This design comes from an exercise in tuning for small area on the open sky130 flow, not from production work.
Only simulation tests tie the RTL to the original design; equivalence was not proved.
Power is estimated from default activity; no workload was simulated.

// io_device_fifo
module io_device_fifo #(
  parameter int DATA_W  = 32,
  parameter int DEPTH   = 32,
  parameter int INDEX_W = 9,
  parameter int THRESH  = 1
) (
  input  logic                       clk,
  input  logic                       rst,
  input  logic [INDEX_W-1:0]         index,
  input  logic                       io_write,
  input  logic [DATA_W-1:0]          wdata,
  output logic [DATA_W-1:0]          rdata,
  output logic                       rdata_valid,
  input  logic                       ack,
  output logic                       gpio,
  input  logic                       ext_valid,
  input  logic [DATA_W-1:0]          ext_data,
  output logic                       ext_ready,
  output logic [$clog2(DEPTH):0]     count,
  output logic                       overflow
);
  localparam int AW = $clog2(DEPTH);
  localparam logic [1:0] IDLE = 2'b00, DONE = 2'b01, REQ = 2'b10, XFER = 2'b11;
  logic [1:0]        state, state_nxt;
  logic [AW-1:0]     wr_ptr, rd_ptr, raddr;
  logic [AW:0]       burst_len, burst_nxt;
  logic              cs, ack_rd, cs_rd, cs_wr, push, pop, ld, nonempty;
  assign cs       = index[INDEX_W-1];
  assign ack_rd   = ack & ~io_write;
  assign cs_rd    = cs & ~io_write;
  assign cs_wr    = cs & io_write;
  assign nonempty = |count;
  assign ext_ready = ~count[AW];
  assign push      = ext_valid & ~count[AW];
  assign pop       = (state == XFER) & ack_rd & ~cs & nonempty;
  assign ld        = cs_rd | pop;
  assign gpio      = state[1];
  assign raddr = rd_ptr + (index[AW-1:0] & {AW{cs}});
  always_comb begin
    state_nxt = state;
    burst_nxt = burst_len;
    case (state)
      IDLE: if (nonempty) state_nxt = REQ;
      REQ: begin
        if (ack_rd && !cs) begin
          burst_nxt = count;
          state_nxt = XFER;
        end
      end
      XFER: begin
        if (!ack_rd) begin
          state_nxt = REQ;
        end else if (!cs) begin
          if (!nonempty) begin
            state_nxt = DONE;
          end else begin
            burst_nxt = burst_len - 1'b1;
            if (burst_len == 1 || (count == 1 && !push)) state_nxt = DONE;
          end
        end
      end
      default: state_nxt = nonempty ? REQ : IDLE;   
    endcase
  end
  always_ff @(posedge clk or posedge rst) begin
  ...
export LEC_CHECK = 0
export ABC_AREA = 0
export CAP_MARGIN = 0
export CORE_MARGIN = 2
export CORE_UTILIZATION = 30
export PLACE_DENSITY = 0.75
export SLEW_MARGIN = 0
export SYNTH_HIERARCHICAL = 1
export SYNTH_MINIMUM_KEEP_SIZE = 0
create_clock -name core_clock -period 5.0 [get_ports {clk}]
standard.sh (not shown) runs the stock make flow with config.mk's settings and CLKGATE_MAP_FILE= SYNTH_SCRIPT=/design/flow/synth_recipe.tcl, a recipe that flattens the netlist after the stock synthesis.
==> flow/flow/run.sh <==
#!/bin/bash
# Own layout flow: the standard flow (standard.sh, with its unchanged synthesis) plus
#  - after floorplan, every combinational cell set to drive 1 (downsize.tcl); the flow's own
#    repair_design / repair_timing then size up or buffer only where needed,
#  - port buffers on buf_1 (the smallest buffer),
#  - CTS without dummy loads, on clkbuf_4, with sink clusters of up to 9 flops.
# make's output goes to flow_make.log; each ORFS step keeps its full log under orfs/logs.
set -euo pipefail
cd "$(dirname "$0")/.."
bash standard.sh \
  "POST_FLOORPLAN_TCL=$PWD/flow/downsize.tcl" \
  "BUFFER_PORTS_ARGS=-buffer_cell sky130_fd_sc_hd__buf_1" \
  "CTS_ARGS=-sink_clustering_enable -repair_clock_nets -dont_use_dummy_load -buf_list {sky130_fd_sc_hd__clkbuf_4} -sink_clustering_size 9 -sink_clustering_max_diameter 35" \
  finish > flow_make.log 2>&1
==> flow/flow/downsize.tcl <==
# Runs after floorplan (POST_FLOORPLAN_TCL): give every combinational cell that synthesis
# sized above drive 1 its drive-1 variant. Later repair_design / repair_timing upsize or
# buffer again wherever slew, capacitance or timing needs it.
set db [ord::get_db]
set block [ord::get_db_block]
set n 0
foreach inst [$block getInsts] {
  set m [$inst getMaster]
  set name [$m getName]
  if {![regexp {^(sky130_fd_sc_hd__[a-z0-9]+)_([0-9]+)$} $name -> base size]} continue
  if {$size <= 1} continue
  if {[regexp {__(df|dl|sdf|edf|sdl|tap|fill|decap|conb|clk)} $name]} continue
  set m1 [$db findMaster ${base}_1]
  if {$m1 eq "NULL" || $m1 eq ""} continue
  if {[$inst swapMaster $m1]} { incr n }
}
puts "downsize.tcl: $n cells set to drive 1"
The starting point went through all stages and came out clean.
Then changed:
==> flow/flow/run.sh (replaced) <==
#!/bin/bash
# Own layout flow: the standard flow (standard.sh, with its unchanged synthesis) plus
#  - after floorplan, every combinational cell set to drive 1 (downsize.tcl); the flow's own
#    repair_design / repair_timing then size up or buffer only where needed,
#  - CTS without dummy loads, on clkbuf_8, with sink clusters of up to 16 flops.
# make's output goes to flow_make.log; each ORFS step keeps its full log under orfs/logs.
set -euo pipefail
cd "$(dirname "$0")/.."
bash standard.sh \
  "POST_FLOORPLAN_TCL=$PWD/flow/downsize.tcl" \
  "CTS_ARGS=-sink_clustering_enable -repair_clock_nets -dont_use_dummy_load -buf_list {sky130_fd_sc_hd__clkbuf_8} -sink_clustering_size 16 -sink_clustering_max_diameter 50" \
  finish > flow_make.log 2>&1
CAP_MARGIN = 20   (was 0)
CORE_UTILIZATION = 40   (was 30)
PLACE_DENSITY = default   (was 0.75)
SLEW_MARGIN = 20   (was 0)
Effect: The changed run passed the timing, design-rule and antenna checks; clock-buffer cell count decreases by 42; final cell count decreases by 7.6%; non-clock buffer count increases by 91; worst setup slack degrades by 210 ps.
Then changed:
==> flow/flow/run.sh (replaced) <==
#!/bin/bash
# Own layout flow: the standard flow (standard.sh, with its unchanged synthesis) plus
#  - after floorplan, every combinational cell set to drive 1 (downsize.tcl); the flow's own
#    repair_design / repair_timing then size up or buffer only where needed,
#  - port buffers on buf_1 (the smallest buffer),
#  - CTS without dummy loads, on clkbuf_4, with sink clusters of up to 10 flops.
# make's output goes to flow_make.log; each ORFS step keeps its full log under orfs/logs.
set -euo pipefail
cd "$(dirname "$0")/.."
bash standard.sh \
  "POST_FLOORPLAN_TCL=$PWD/flow/downsize.tcl" \
  "BUFFER_PORTS_ARGS=-buffer_cell sky130_fd_sc_hd__buf_1" \
  "CTS_ARGS=-sink_clustering_enable -repair_clock_nets -dont_use_dummy_load -buf_list {sky130_fd_sc_hd__clkbuf_4} -sink_clustering_size 10 -sink_clustering_max_diameter 40" \
  finish > flow_make.log 2>&1
CAP_MARGIN = 0   (was 20)
CORE_UTILIZATION = 30   (was 40)
SLEW_MARGIN = 0   (was 20)
Result: Non-clock buffer count came out lower by 62. Core utilization came out lower by 11 points. Setup slack is better by 540 ps. Synthesized cell count is unchanged. Routed wire length came out higher by 3.4%. Clock-buffer cell count came out higher by 37. Total power came out lower by about 3%. Hold slack is worse by 180 ps. Design area came out lower by about 2.7%. Clock power came out lower by 12%.
Then changed:
--- a/flow/flow/run.sh
+++ b/flow/flow/run.sh
@@ -5,3 +5,3 @@
 #  - port buffers on buf_1 (the smallest buffer),
-#  - CTS without dummy loads, on clkbuf_4, with sink clusters of up to 10 flops.
+#  - CTS without dummy loads, on clkbuf_8, with sink clusters of up to 16 flops.
 # make's output goes to flow_make.log; each ORFS step keeps its full log under orfs/logs.
@@ -12,3 +12,3 @@
   "BUFFER_PORTS_ARGS=-buffer_cell sky130_fd_sc_hd__buf_1" \
-  "CTS_ARGS=-sink_clustering_enable -repair_clock_nets -dont_use_dummy_load -buf_list {sky130_fd_sc_hd__clkbuf_4} -sink_clustering_size 10 -sink_clustering_max_diameter 40" \
+  "CTS_ARGS=-sink_clustering_enable -repair_clock_nets -dont_use_dummy_load -buf_list {sky130_fd_sc_hd__clkbuf_8} -sink_clustering_size 16 -sink_clustering_max_diameter 50" \
   finish > flow_make.log 2>&1
Clock skew decreases by 16 ps. Global-route usage decreases by 0.15 points. Cell count decreases by 0.78%. Power increases by 1.7%. Cell area increases by 0.57%. First-iteration DRC count increases by 1.2%.

==> static timing again, ports no longer ideal <==
The flow's constraints put no driver on any port. The routed layouts listed below were extracted and timed again, unchanged, in two steps. Step 1 assumes that a clkbuf_16 drives the clock port and a buf_2 every other input. Step 2 times the ports against the registers' clock, not the clock port: input delays grow and output delays shrink by t, the midpoint of the rising clock arrivals with the driver on. Three values: no drivers, after step 1, after step 2; two values: the first two.
run	t (ns)	slack for setup (ns)	worst hold slack (ns)	latest minus earliest clock arrival (ns)	worst data-port slew with drivers (ns)
the first run	1.148	0.755 / 0.755 / 0.055	0.285 / 0.244 / 0.457	0.204 / 0.205	0.08
the second run	0.853	0.547 / 0.600 / -0.253	0.456 / 0.456 / 0.456	0.118 / 0.118	0.04
the third run	1.151	1.086 / 1.086 / 0.048	0.277 / 0.228 / 0.457	0.236 / 0.236	0.07
the fourth run	0.816	0.843 / 0.889 / 0.074	0.360 / 0.309 / 0.458	0.179 / 0.179	0.07
With both steps, setup timing fails in the second run, where it was met with ideal ports. For the third run, which loses most, drivers alone change the setup slack by 0.000 ns; drivers and shift together by -1.038 ns.
